From an optimization exercise on the open Yosys and OpenROAD flow, aimed at small area, a short achievable clock period and few clock cycles per item; shortcuts taken in it are not production practice.
Function was checked by simulation only, so behaviour that the tests miss may differ from the original.

==> 05-13: inputs <==
==> flow/design.v <==
package ldpc_pkg;
    localparam int LIFT_Z   = 8;
    localparam int NUM_ROWS = 2;
    localparam int NUM_COLS = 4;
    localparam int CODE_N   = NUM_COLS * LIFT_Z;
    localparam int LLR_W    = 6;
    localparam int VEC_W    = LIFT_Z * LLR_W;
    localparam int APP_W    = NUM_COLS * VEC_W;
    localparam int CMSG_W   = 16;
    localparam int ROWMSG_W = LIFT_Z * CMSG_W;
    typedef logic [LIFT_Z*LLR_W-1:0]  llr_vec_t;
    typedef logic [3:0]               iter_t;
endpackage
`timescale 1ns/1ps
module decode_ctrl #(
    parameter int NUM_ITER_MAX = 10
) (
    input  logic         clk,
    input  logic         rst_n,
    input  logic         in_req,
    input  logic [1:0]   in_col,
    input  logic [47:0]  in_llr,
    input  logic [3:0]   max_iter,
    input  logic         out_ack,
    input  logic         syndrome_zero,
    input  logic [31:0]  hard_bits,
    output logic         in_ack,
    output logic         start,
    output logic         hold,
    output logic         row,
    output logic [31:0]  ld_s,
    output logic [159:0] ld_m,
    output logic         out_req,
    output logic [31:0]  decoded,
    output logic [3:0]   iterations_used,
    output logic         decode_success,
    output logic [15:0]  cycle_count
);
    logic [191:0] fbuf;
    logic [191:0] fbuf_d;
    logic [3:0]   flim;
    logic [3:0]   flim_d;
    logic [1:0]   beat_cnt;
    logic         buf_full;
    logic         acc;
    logic         frame_avail;
    assign acc         = in_req && !in_ack && !buf_full;
    assign frame_avail = buf_full || (acc && beat_cnt == 2'd3);
    always_comb begin
        fbuf_d = fbuf;
        for (int c = 0; c < 4; c++)
            if (acc && in_col == 2'(c))
                fbuf_d[48*c +: 48] = in_llr;
        flim_d = flim;
        if (acc && in_col == 2'd0)
            flim_d = (max_iter > 4'(NUM_ITER_MAX)) ? 4'(NUM_ITER_MAX) : max_iter;
    end
    always_ff @(posedge clk) begin
        fbuf <= fbuf_d;
        flim <= flim_d;
    end
    always_comb begin
        for (int j = 0; j < 4; j++) begin
            for (int p = 0; p < 8; p++) begin
                logic [5:0] x;
                logic [5:0] nx;
                x  = fbuf_d[(j*8 + ((p + j) % 8))*6 +: 6];
                nx = -x;
                ld_s[j*8 + p] = x[5];
                ld_m[(j*8 + p)*5 +: 5] = !x[5] ? x[4:0] : (nx[5] ? 5'd31 : nx[4:0]);
            end
        end
    end
    logic       run;
    logic       first;
    logic [3:0] iter_cnt;
    logic [3:0] iter_lim;
    logic       res_valid;
    logic       check;
    logic       fin;
    logic       res_free;
    logic       take;
    assign check    = run && !row && !first;
    assign fin      = check && (syndrome_zero || iter_cnt >= iter_lim);
    assign res_free = !res_valid || (out_req && out_ack);
    assign take     = fin && res_free;
    assign start    = (!run || take) && frame_avail;
    assign hold     = fin && !res_free;
    always_ff @(posedge clk or negedge rst_n) begin
        if (!rst_n) begin
            in_ack    <= 1'b0;
            beat_cnt  <= '0;
            buf_full  <= 1'b0;
            run       <= 1'b0;
            row       <= 1'b0;
            first     <= 1'b0;
            iter_cnt  <= '0;
            iter_lim  <= '0;
            res_valid <= 1'b0;
            out_req   <= 1'b0;
        end else begin
            in_ack <= in_req && (in_ack || !buf_full);
            if (acc) beat_cnt <= beat_cnt + 1'b1;
            buf_full <= frame_avail && !start;
            if (start) begin
                run      <= 1'b1;
                row      <= 1'b0;
                first    <= 1'b1;
                iter_cnt <= '0;
                iter_lim <= flim_d;
            end else if (take) begin
                run <= 1'b0;
            end else if (run && !hold) begin
                row   <= !row;
                first <= 1'b0;
                if (row) iter_cnt <= iter_cnt + 1'b1;
            end
            if (out_req) begin
                if (out_ack) begin
                    out_req   <= 1'b0;
                    res_valid <= take;
                end
            end else begin
                if ((res_valid || take) && !out_ack) out_req <= 1'b1;
                if (take) res_valid <= 1'b1;
            end
        end
    end
    always_ff @(posedge clk) begin
        if (take) begin
            decoded         <= hard_bits;
            iterations_used <= iter_cnt;
            decode_success  <= syndrome_zero;
            cycle_count     <= {12'd0, iter_cnt} + {10'd0, iter_cnt, 2'b00};
        end
    end
endmodule
`timescale 1ns/1ps
module app_memory (
    input  logic         clk,
    input  logic         start,        
    input  logic         hold,         
    input  logic         row,          
    input  logic [31:0]  ld_s,
    input  logic [159:0] ld_m,
    input  logic [31:0]  upd_s,
    input  logic [159:0] upd_m,
    output logic [31:0]  app_s,
    output logic [159:0] app_m
);
    logic [31:0]  rot_s;
    logic [159:0] rot_m;
    for (genvar j = 0; j < 4; j++) begin : g_col
        localparam int D0 = (j == 0) ? 0 : (j == 1) ? 6 : (j == 2) ? 5 : 4;
        localparam int D1 = (j == 0) ? 0 : (j == 1) ? 2 : (j == 2) ? 3 : 4;
        for (genvar p = 0; p < 8; p++) begin : g_lane
            localparam int I0 = (p + 8 - D0) % 8;
            localparam int I1 = (p + 8 - D1) % 8;
            assign rot_s[j*8 + p]          = row ? upd_s[j*8 + I1] : upd_s[j*8 + I0];
            assign rot_m[(j*8 + p)*5 +: 5] = row ? upd_m[(j*8 + I1)*5 +: 5] : upd_m[(j*8 + I0)*5 +: 5];
        end
    end
    always_ff @(posedge clk) begin
        if (start) begin
            app_s <= ld_s;
            app_m <= ld_m;
        end else if (!hold) begin
            app_s <= rot_s;
            app_m <= rot_m;
        end
    end
endmodule
`timescale 1ns/1ps
module check_node (
    input  logic [3:0]  app_s,       
    input  logic [19:0] app_m,       
    input  logic [15:0] msg_old,     
    output logic [3:0]  new_s,
    output logic [19:0] new_m,
    output logic [15:0] msg_new
);
    logic [4:0] m1s_o, m2s_o;
    logic [1:0] idx_o;
    logic [3:0] sg_o;
    assign m1s_o = msg_old[4:0];
    assign m2s_o = msg_old[9:5];
    assign idx_o = msg_old[11:10];
    assign sg_o  = msg_old[15:12];
    logic [4:0] mq [4];
    logic [3:0] sq;
    logic [4:0] sc [4];       
    logic [4:0] rm [4];       
    logic       lt [4][4];    
    logic [3:0] amin;         
    logic       par;
    always_comb begin
        for (int j = 0; j < 4; j++) begin
            logic [4:0] ma, mr;
            logic [5:0] sum, d1, d2;
            ma  = app_m[5*j +: 5];
            mr  = (idx_o == 2'(j)) ? m2s_o : m1s_o;
            sum = {1'b0, ma} + {1'b0, mr};
            d1  = {1'b0, ma} - {1'b0, mr};
            d2  = {1'b0, mr} - {1'b0, ma};
            if (app_s[j] != sg_o[j]) begin
                mq[j] = sum[5] ? 5'd31 : sum[4:0];
                sq[j] = app_s[j];
            end else if (!d1[5]) begin
                mq[j] = d1[4:0];
                sq[j] = app_s[j];
            end else begin
                mq[j] = d2[4:0];
                sq[j] = ~app_s[j];
            end
        end
    end
    always_comb begin
        for (int j = 0; j < 4; j++) begin
            logic [6:0] t;
            t = {2'b00, mq[j]} + {1'b0, mq[j], 1'b0};
            sc[j] = t[6:2];
        end
        for (int a = 0; a < 4; a++)
            for (int b = 0; b < 4; b++)
                lt[a][b] = (mq[a] < mq[b]);
        for (int j = 0; j < 4; j++) begin
            int x, y, z;
            x = (j == 0) ? 1 : 0;
            y = (j <= 1) ? 2 : 1;
            z = (j <= 2) ? 3 : 2;
            if (!lt[y][x] && !lt[z][x])
                rm[j] = sc[x];
            else if (!lt[z][y])
                rm[j] = sc[y];
            else
                rm[j] = sc[z];
        end
        amin[0] = !lt[1][0] && !lt[2][0] && !lt[3][0];
        amin[1] =  lt[1][0] && !lt[2][1] && !lt[3][1];
        amin[2] =  lt[2][0] &&  lt[2][1] && !lt[3][2];
        amin[3] =  lt[3][0] &&  lt[3][1] &&  lt[3][2];
        par = sq[0] ^ sq[1] ^ sq[2] ^ sq[3];
    end
    always_comb begin
        for (int j = 0; j < 4; j++) begin
            logic [5:0] sum, d1, d2;
            sum = {1'b0, mq[j]} + {1'b0, rm[j]};
            d1  = {1'b0, mq[j]} - {1'b0, rm[j]};
            d2  = {1'b0, rm[j]} - {1'b0, mq[j]};
            if (!par) begin
                new_m[5*j +: 5] = sum[5] ? 5'd31 : sum[4:0];
                new_s[j]        = sq[j];
            end else if (!d1[5]) begin
                new_m[5*j +: 5] = d1[4:0];
                new_s[j]        = sq[j];
            end else begin
                new_m[5*j +: 5] = d2[4:0];
                new_s[j]        = ~sq[j];
            end
        end
    end
    always_comb begin
        logic [4:0] m1s, m2s;
        logic [1:0] idx;
        m1s = ({5{amin[0]}} & sc[0]) | ({5{amin[1]}} & sc[1]) |
              ({5{amin[2]}} & sc[2]) | ({5{amin[3]}} & sc[3]);
        m2s = ({5{amin[0]}} & rm[0]) | ({5{amin[1]}} & rm[1]) |
              ({5{amin[2]}} & rm[2]) | ({5{amin[3]}} & rm[3]);
        idx = {amin[2] | amin[3], amin[1] | amin[3]};
        msg_new = {sq ^ {4{par}}, idx, m2s, m1s};
    end
endmodule
module layer_unit (
    input  logic         clk,
    input  logic         msg_clear,    
    input  logic [31:0]  app_s,
    input  logic [159:0] app_m,
    output logic [31:0]  upd_s,        
    output logic [159:0] upd_m
);
    logic [127:0] msg_a;    
    logic [127:0] msg_b;
    logic [127:0] msg_n;
    for (genvar i = 0; i < 8; i++) begin : g_cn
        logic [3:0]  s_in, s_out;
        logic [19:0] m_in, m_out;
        for (genvar j = 0; j < 4; j++) begin : g_col
            assign s_in[j]            = app_s[j*8 + i];
            assign m_in[5*j +: 5]     = app_m[(j*8 + i)*5 +: 5];
            assign upd_s[j*8 + i]     = s_out[j];
            assign upd_m[(j*8 + i)*5 +: 5] = m_out[5*j +: 5];
        end
        check_node u_cn (
            .app_s   (s_in),
            .app_m   (m_in),
            .msg_old (msg_a[16*i +: 16]),
            .new_s   (s_out),
            .new_m   (m_out),
            .msg_new (msg_n[16*i +: 16])
        );
    end
    always_ff @(posedge clk) begin
        if (msg_clear) begin
            msg_a <= '0;
            msg_b <= '0;
        end else begin
            msg_a <= msg_b;
            msg_b <= msg_n;
        end
    end
endmodule
`timescale 1ns/1ps
module syndrome_check (
    input  logic [31:0]  app_s,
    input  logic [159:0] app_m,
    output logic [31:0]  hard_bits,      
    output logic         syndrome_zero
);
    logic [31:0] hp;    
    logic [15:0] syn;
    always_comb begin
        for (int k = 0; k < 32; k++)
            hp[k] = app_s[k] & (|app_m[5*k +: 5]);
        for (int j = 0; j < 4; j++)
            for (int i = 0; i < 8; i++)
                hard_bits[j*8 + i] = hp[j*8 + ((i + 8 - j) % 8)];
        for (int i = 0; i < 8; i++) begin
            syn[i]     = hp[i] ^ hp[8 + i] ^ hp[16 + i] ^ hp[24 + i];
            syn[8 + i] = hp[i] ^ hp[8 + ((i + 2) % 8)] ^ hp[16 + ((i + 3) % 8)] ^ hp[24 + ((i + 4) % 8)];
        end
    end
    assign syndrome_zero = ~|syn;
endmodule
`timescale 1ns/1ps
module ldpc_decoder_top #(
    parameter int NUM_ITER_MAX = 10
) (
    input  logic               clk,
    input  logic               rst_n,
    input  logic               in_req,
    input  logic [1:0]         in_col,
    input  ldpc_pkg::llr_vec_t in_llr,
    input  ldpc_pkg::iter_t    max_iter,
    output logic               in_ack,
    input  logic               out_ack,
    output logic               out_req,
    output logic [31:0]        decoded,
    output ldpc_pkg::iter_t    iterations_used,
    output logic               decode_success,
    output logic [15:0]        cycle_count
);
    logic         start;
    logic         hold;
    logic         row;
    logic [31:0]  ld_s;
    logic [159:0] ld_m;
    logic [31:0]  app_s;
    logic [159:0] app_m;
    logic [31:0]  upd_s;
    logic [159:0] upd_m;
    logic [31:0]  hard_bits;
    logic         syndrome_zero;
    decode_ctrl #(
        .NUM_ITER_MAX (NUM_ITER_MAX)
    ) u_ctrl (
        .clk             (clk),
        .rst_n           (rst_n),
        .in_req          (in_req),
        .in_col          (in_col),
        .in_llr          (in_llr),
        .max_iter        (max_iter),
        .out_ack         (out_ack),
        .syndrome_zero   (syndrome_zero),
        .hard_bits       (hard_bits),
        .in_ack          (in_ack),
        .start           (start),
        .hold            (hold),
        .row             (row),
        .ld_s            (ld_s),
        .ld_m            (ld_m),
        .out_req         (out_req),
        .decoded         (decoded),
        .iterations_used (iterations_used),
        .decode_success  (decode_success),
        .cycle_count     (cycle_count)
    );
    app_memory u_app (
        .clk   (clk),
        .start (start),
        .hold  (hold),
        .row   (row),
        .ld_s  (ld_s),
        .ld_m  (ld_m),
        .upd_s (upd_s),
        .upd_m (upd_m),
        .app_s (app_s),
        .app_m (app_m)
    );
    layer_unit u_layer (
        .clk       (clk),
        .msg_clear (start),
        .app_s     (app_s),
        .app_m     (app_m),
        .upd_s     (upd_s),
        .upd_m     (upd_m)
    );
    syndrome_check u_syn (
        .app_s         (app_s),
        .app_m         (app_m),
        .hard_bits     (hard_bits),
        .syndrome_zero (syndrome_zero)
    );
endmodule
==> flow/run.sh <==
#!/bin/bash
# synth_recipe.tcl (not shown) runs the flow's synth.tcl, then flattens the netlist and writes it again
# the make line also repeats each setting of config.mk as NAME=value (left out here)
make -C /OpenROAD-flow-scripts/flow DESIGN_CONFIG=/design/flow/config.mk WORK_HOME=/design/flow/orfs CLKGATE_MAP_FILE= SYNTH_SCRIPT=/design/flow/synth_recipe.tcl finish
==> flow/config.mk <==
export PLATFORM = sky130hd
export DESIGN_NAME = ldpc_decoder_top
export DESIGN_NICKNAME = ldpc_decoder_top
export VERILOG_FILES = /design/flow/design.v
export SDC_FILE = /design/flow/constraint.sdc
export NUM_CORES = 4
export LEC_CHECK = 0
export CAP_MARGIN = 20
export CORE_MARGIN = 2
export CORE_UTILIZATION = 40
export SLEW_MARGIN = 20
==> flow/constraint.sdc <==
create_clock -name core_clock -period 15.0 [get_ports {clk}]
set_input_delay 3.0000 -clock core_clock [delete_from_list [all_inputs] [get_ports {clk}]]
set_output_delay 3.0000 -clock core_clock [all_outputs]
set_load 0.01 [all_outputs]
==> inputs of 11-19, as changes to 05-13 <==
==> flow/design.v, changed modules only <==
module decode_ctrl #(
    parameter int NUM_ITER_MAX = 10
) (
    input  logic         clk,
    input  logic         rst_n,
    input  logic         in_req,
    input  logic [1:0]   in_col,
    input  logic [47:0]  in_llr,
    input  logic [3:0]   max_iter,
    input  logic         out_ack,
    input  logic         syndrome_zero,
    input  logic [31:0]  hard_bits,
    output logic         in_ack,
    output logic         start,
    output logic         hold,
    output logic         row,
    output logic [191:0] ld,
    output logic         out_req,
    output logic [31:0]  decoded,
    output logic [3:0]   iterations_used,
    output logic         decode_success,
    output logic [15:0]  cycle_count
);
    logic [191:0] fbuf;
    logic [191:0] fbuf_d;
    logic [3:0]   flim;
    logic [3:0]   flim_d;
    logic [1:0]   beat_cnt;
    logic         buf_full;
    logic         acc;
    logic         frame_avail;
    assign acc         = in_req && !in_ack && !buf_full;
    assign frame_avail = buf_full || (acc && beat_cnt == 2'd3);
    always_comb begin
        fbuf_d = fbuf;
        for (int c = 0; c < 4; c++)
            if (acc && in_col == 2'(c))
                fbuf_d[48*c +: 48] = in_llr;
        flim_d = flim;
        if (acc && in_col == 2'd0)
            flim_d = (max_iter > 4'(NUM_ITER_MAX)) ? 4'(NUM_ITER_MAX) : max_iter;
    end
    always_ff @(posedge clk) begin
        fbuf <= fbuf_d;
        flim <= flim_d;
    end
    always_comb begin
        for (int j = 0; j < 4; j++) begin
            for (int p = 0; p < 8; p++) begin
                logic [5:0] x;
                x = fbuf_d[(j*8 + ((p + j) % 8))*6 +: 6];
                ld[(j*8 + p)*6 +: 6] = {x[5], x[4:1], x[0] | (x[5] & ~|x[4:0])};
            end
        end
    end
    logic       run;
    logic       first;
    logic [3:0] iter_cnt;
    logic [3:0] iter_lim;
    logic       res_valid;
    logic       check;
    logic       fin;
    logic       res_free;
    logic       take;
    assign check    = run && !row && !first;
    assign fin      = check && (syndrome_zero || iter_cnt >= iter_lim);
    assign res_free = !res_valid || (out_req && out_ack);
    assign take     = fin && res_free;
    assign start    = (!run || take) && frame_avail;
    assign hold     = fin && !res_free;
    always_ff @(posedge clk or negedge rst_n) begin
        if (!rst_n) begin
            in_ack    <= 1'b0;
            beat_cnt  <= '0;
            buf_full  <= 1'b0;
            run       <= 1'b0;
            row       <= 1'b0;
            first     <= 1'b0;
            iter_cnt  <= '0;
            iter_lim  <= '0;
            res_valid <= 1'b0;
            out_req   <= 1'b0;
        end else begin
            in_ack <= in_req && (in_ack || !buf_full);
            if (acc) beat_cnt <= beat_cnt + 1'b1;
            buf_full <= frame_avail && !start;
            if (start) begin
                run      <= 1'b1;
                row      <= 1'b0;
                first    <= 1'b1;
                iter_cnt <= '0;
                iter_lim <= flim_d;
            end else if (take) begin
                run <= 1'b0;
            end else if (run && !hold) begin
                row   <= !row;
                first <= 1'b0;
                if (row) iter_cnt <= iter_cnt + 1'b1;
            end
            if (out_req) begin
                if (out_ack) begin
                    out_req   <= 1'b0;
                    res_valid <= take;
                end
            end else begin
                if ((res_valid || take) && !out_ack) out_req <= 1'b1;
                if (take) res_valid <= 1'b1;
            end
        end
    end
    always_ff @(posedge clk) begin
        if (take) begin
            decoded         <= hard_bits;
            iterations_used <= iter_cnt;
            decode_success  <= syndrome_zero;
            cycle_count     <= {12'd0, iter_cnt} + {10'd0, iter_cnt, 2'b00};
        end
    end
endmodule
module app_memory (
    input  logic         clk,
    input  logic         start,        
    input  logic         hold,         
    input  logic         row,          
    input  logic [191:0] ld,
    input  logic [191:0] upd,
    output logic [191:0] app
);
    logic [191:0] rot;
    for (genvar j = 0; j < 4; j++) begin : g_col
        localparam int D0 = (j == 0) ? 0 : (j == 1) ? 6 : (j == 2) ? 5 : 4;
        localparam int D1 = (j == 0) ? 0 : (j == 1) ? 2 : (j == 2) ? 3 : 4;
        for (genvar p = 0; p < 8; p++) begin : g_lane
            localparam int I0 = (p + 8 - D0) % 8;
            localparam int I1 = (p + 8 - D1) % 8;
            assign rot[(j*8 + p)*6 +: 6] = row ? upd[(j*8 + I1)*6 +: 6] : upd[(j*8 + I0)*6 +: 6];
        end
    end
    always_ff @(posedge clk) begin
        if (start)
            app <= ld;
        else if (!hold)
            app <= rot;
    end
endmodule
module check_node (
    input  logic [23:0] app_in,      
    input  logic [15:0] msg_old,     
    output logic [23:0] app_out,
    output logic [15:0] msg_new
);
    logic [4:0] m1s_o, m2s_o;
    logic [1:0] idx_o;
    logic [3:0] sg_o;
    assign m1s_o = msg_old[4:0];
    assign m2s_o = msg_old[9:5];
    assign idx_o = msg_old[11:10];
    assign sg_o  = msg_old[15:12];
    logic [5:0] q  [4];
    logic [4:0] mq [4];
    logic [3:0] sq;
    logic [4:0] sc [4];       
    logic [4:0] rm [4];       
    logic       lt [4][4];    
    logic [3:0] amin;         
    logic       par;
    function automatic logic [5:0] sat6(input logic [6:0] d);
        if (!d[6] && d[5])
            sat6 = 6'b011111;
        else if (d[6] && (!d[5] || d[4:0] == 5'd0))
            sat6 = 6'b100001;
        else
            sat6 = d[5:0];
    endfunction
    always_comb begin
        for (int j = 0; j < 4; j++) begin
            logic [4:0] mr;
            logic [6:0] d;
            mr    = (idx_o == 2'(j)) ? m2s_o : m1s_o;
            d     = {app_in[6*j+5], app_in[6*j +: 6]} + ({2'b00, mr} ^ {7{~sg_o[j]}}) + {6'd0, ~sg_o[j]};
            q[j]  = sat6(d);
            sq[j] = q[j][5];
            mq[j] = (q[j][4:0] ^ {5{sq[j]}}) + {4'd0, sq[j]};
        end
    end
    always_comb begin
        for (int j = 0; j < 4; j++) begin
            logic [6:0] t;
            t = {2'b00, mq[j]} + {1'b0, mq[j], 1'b0};
            sc[j] = t[6:2];
        end
        for (int a = 0; a < 4; a++)
            for (int b = 0; b < 4; b++)
                lt[a][b] = (mq[a] < mq[b]);
        for (int j = 0; j < 4; j++) begin
            int x, y, z;
            x = (j == 0) ? 1 : 0;
            y = (j <= 1) ? 2 : 1;
            z = (j <= 2) ? 3 : 2;
            if (!lt[y][x] && !lt[z][x])
                rm[j] = sc[x];
            else if (!lt[z][y])
                rm[j] = sc[y];
            else
                rm[j] = sc[z];
        end
        amin[0] = !lt[1][0] && !lt[2][0] && !lt[3][0];
        amin[1] =  lt[1][0] && !lt[2][1] && !lt[3][1];
        amin[2] =  lt[2][0] &&  lt[2][1] && !lt[3][2];
        amin[3] =  lt[3][0] &&  lt[3][1] &&  lt[3][2];
        par = sq[0] ^ sq[1] ^ sq[2] ^ sq[3];
    end
    always_comb begin
        for (int j = 0; j < 4; j++) begin
            logic       ng;
            logic [6:0] d;
            ng = par ^ sq[j];
            d  = {q[j][5], q[j]} + ({2'b00, rm[j]} ^ {7{ng}}) + {6'd0, ng};
            app_out[6*j +: 6] = sat6(d);
        end
    end
    always_comb begin
        logic [4:0] m1s, m2s;
        logic [1:0] idx;
        m1s = ({5{amin[0]}} & sc[0]) | ({5{amin[1]}} & sc[1]) |
              ({5{amin[2]}} & sc[2]) | ({5{amin[3]}} & sc[3]);
        m2s = ({5{amin[0]}} & rm[0]) | ({5{amin[1]}} & rm[1]) |
              ({5{amin[2]}} & rm[2]) | ({5{amin[3]}} & rm[3]);
        idx = {amin[2] | amin[3], amin[1] | amin[3]};
        msg_new = {sq ^ {4{par}}, idx, m2s, m1s};
    end
endmodule
module layer_unit (
    input  logic         clk,
    input  logic         msg_clear,    
    input  logic [191:0] app,
    output logic [191:0] upd           
);
    logic [127:0] msg_a;    
    logic [127:0] msg_b;
    logic [127:0] msg_n;
    for (genvar i = 0; i < 8; i++) begin : g_cn
        logic [23:0] a_in, a_out;
        for (genvar j = 0; j < 4; j++) begin : g_col
            assign a_in[6*j +: 6]         = app[(j*8 + i)*6 +: 6];
            assign upd[(j*8 + i)*6 +: 6]  = a_out[6*j +: 6];
        end
        check_node u_cn (
            .app_in  (a_in),
            .msg_old (msg_a[16*i +: 16]),
            .app_out (a_out),
            .msg_new (msg_n[16*i +: 16])
        );
    end
    always_ff @(posedge clk) begin
        if (msg_clear) begin
            msg_a <= '0;
            msg_b <= '0;
        end else begin
            msg_a <= msg_b;
            msg_b <= msg_n;
        end
    end
endmodule
module syndrome_check (
    input  logic [191:0] app,
    output logic [31:0]  hard_bits,      
    output logic         syndrome_zero
);
    logic [31:0] hp;    
    logic [15:0] syn;
    always_comb begin
        for (int k = 0; k < 32; k++)
            hp[k] = app[6*k + 5];
        for (int j = 0; j < 4; j++)
            for (int i = 0; i < 8; i++)
                hard_bits[j*8 + i] = hp[j*8 + ((i + 8 - j) % 8)];
        for (int i = 0; i < 8; i++) begin
            syn[i]     = hp[i] ^ hp[8 + i] ^ hp[16 + i] ^ hp[24 + i];
            syn[8 + i] = hp[i] ^ hp[8 + ((i + 2) % 8)] ^ hp[16 + ((i + 3) % 8)] ^ hp[24 + ((i + 4) % 8)];
        end
    end
    assign syndrome_zero = ~|syn;
endmodule
module ldpc_decoder_top #(
    parameter int NUM_ITER_MAX = 10
) (
    input  logic               clk,
    input  logic               rst_n,
    input  logic               in_req,
    input  logic [1:0]         in_col,
    input  ldpc_pkg::llr_vec_t in_llr,
    input  ldpc_pkg::iter_t    max_iter,
    output logic               in_ack,
    input  logic               out_ack,
    output logic               out_req,
    output logic [31:0]        decoded,
    output ldpc_pkg::iter_t    iterations_used,
    output logic               decode_success,
    output logic [15:0]        cycle_count
);
    logic         start;
    logic         hold;
    logic         row;
    logic [191:0] ld;
    logic [191:0] app;
    logic [191:0] upd;
    logic [31:0]  hard_bits;
    logic         syndrome_zero;
    decode_ctrl #(
        .NUM_ITER_MAX (NUM_ITER_MAX)
    ) u_ctrl (
        .clk             (clk),
        .rst_n           (rst_n),
        .in_req          (in_req),
        .in_col          (in_col),
        .in_llr          (in_llr),
        .max_iter        (max_iter),
        .out_ack         (out_ack),
        .syndrome_zero   (syndrome_zero),
        .hard_bits       (hard_bits),
        .in_ack          (in_ack),
        .start           (start),
        .hold            (hold),
        .row             (row),
        .ld              (ld),
        .out_req         (out_req),
        .decoded         (decoded),
        .iterations_used (iterations_used),
        .decode_success  (decode_success),
        .cycle_count     (cycle_count)
    );
    app_memory u_app (
        .clk   (clk),
        .start (start),
        .hold  (hold),
        .row   (row),
        .ld    (ld),
        .upd   (upd),
        .app   (app)
    );
    layer_unit u_layer (
        .clk       (clk),
        .msg_clear (start),
        .app       (app),
        .upd       (upd)
    );
    syndrome_check u_syn (
        .app           (app),
        .hard_bits     (hard_bits),
        .syndrome_zero (syndrome_zero)
    );
endmodule
==> inputs of 03-21, as changes to 05-13 <==
- ABC_AREA: default -> 1
==> notes <==
Non-clock buffer count, highest first: 05-13, 11-19, 03-21.
Worst setup slack, highest first: 03-21, 05-13, 11-19.
First-iteration DRC count, lowest first: 05-13, 03-21, 11-19.
Against 11-19, the synthesized cell count of 03-21 is higher by about 40%.
==> figures <==
Status: 11-19 no timing/DRC/antenna violations; 05-13 no timing/DRC/antenna violations; 03-21 no timing/DRC/antenna violations
Final HPWL DP: 11-19 222 mm; 05-13 240 mm; 03-21 241 mm
Crit path launch: 11-19 u_layer.msg_a[11]; 05-13 u_layer.msg_a[26]; 03-21 u_layer.msg_a[123]
# clk buffers: 11-19 123; 05-13 118; 03-21 121
Synth Area per Inst: 11-19 8.13 sq um; 05-13 8.43 sq um; 03-21 6.65 sq um
Multi-input gate share of the layout cell area: 11-19 68.1%; 05-13 67.8%; 03-21 65.0%
Fraction of area in registers: 11-19 19.9%; 05-13 17.6%; 03-21 17.6%
Proportion of layout cells with a drive suffix above 1: 11-19 6.99%; 05-13 8.08%; 03-21 4.21%
Row count: 11-19 160; 05-13 169; 03-21 170
Flop-to-flop setup slack: 11-19 3.94 ns; 05-13 5.70 ns; 03-21 7.08 ns
Count of buffer and inverter cells on the critical path: 11-19 0; 05-13 2; 03-21 6
Summed instance area of the synthesized netlist: 11-19 76300 sq um; 05-13 85700 sq um; 03-21 86800 sq um
Total global routing track utilization: 11-19 27.9%; 05-13 26.6%; 03-21 26.1%
Testbench counts of 05-13, summed over its fixed seeds: cycles 13,953, frames 1,200.
Testbench counts of 11-19, summed over its fixed seeds: cycles 13,953, frames 1,200.
Testbench counts of 03-21, summed over its fixed seeds: cycles 13,953, frames 1,200.

afterwards: timing with drivers on the ports:
The results above use ideal ports. As a check the final layouts listed here were re-extracted and re-timed, cells and wires unchanged. Step 1 assumes that a clkbuf_16 drives the clock port and a buf_2 every other input. Step 2 adds t to the input delays and takes it off the output delays; t is the mean of the earliest and latest rising clock arrival at the registers after step 1. Input paths then give back, and output paths get back, about the clock's delay inside the block. Three values: no drivers, after step 1, after step 2; two values: the first two.
| run | t (ns) | slack for setup (ns) | latest minus earliest clock arrival (ns) | slew at the worst register clock pin (ns) | pins driven straight from the clock port |
|---|---|---|---|---|---|
| 05-13 | 0.837 | 5.696 / 5.696 / 5.696 | 0.045 / 0.044 | 0.08 / 0.08 | 1 |
| 11-19 | 0.773 | 3.940 / 3.940 / 3.940 | 0.040 / 0.040 | 0.07 / 0.07 | 1 |
| 03-21 | 0.822 | 7.075 / 7.075 / 7.075 | 0.034 / 0.034 | 0.07 / 0.07 | 1 |
After both steps every run listed still meets setup and hold.
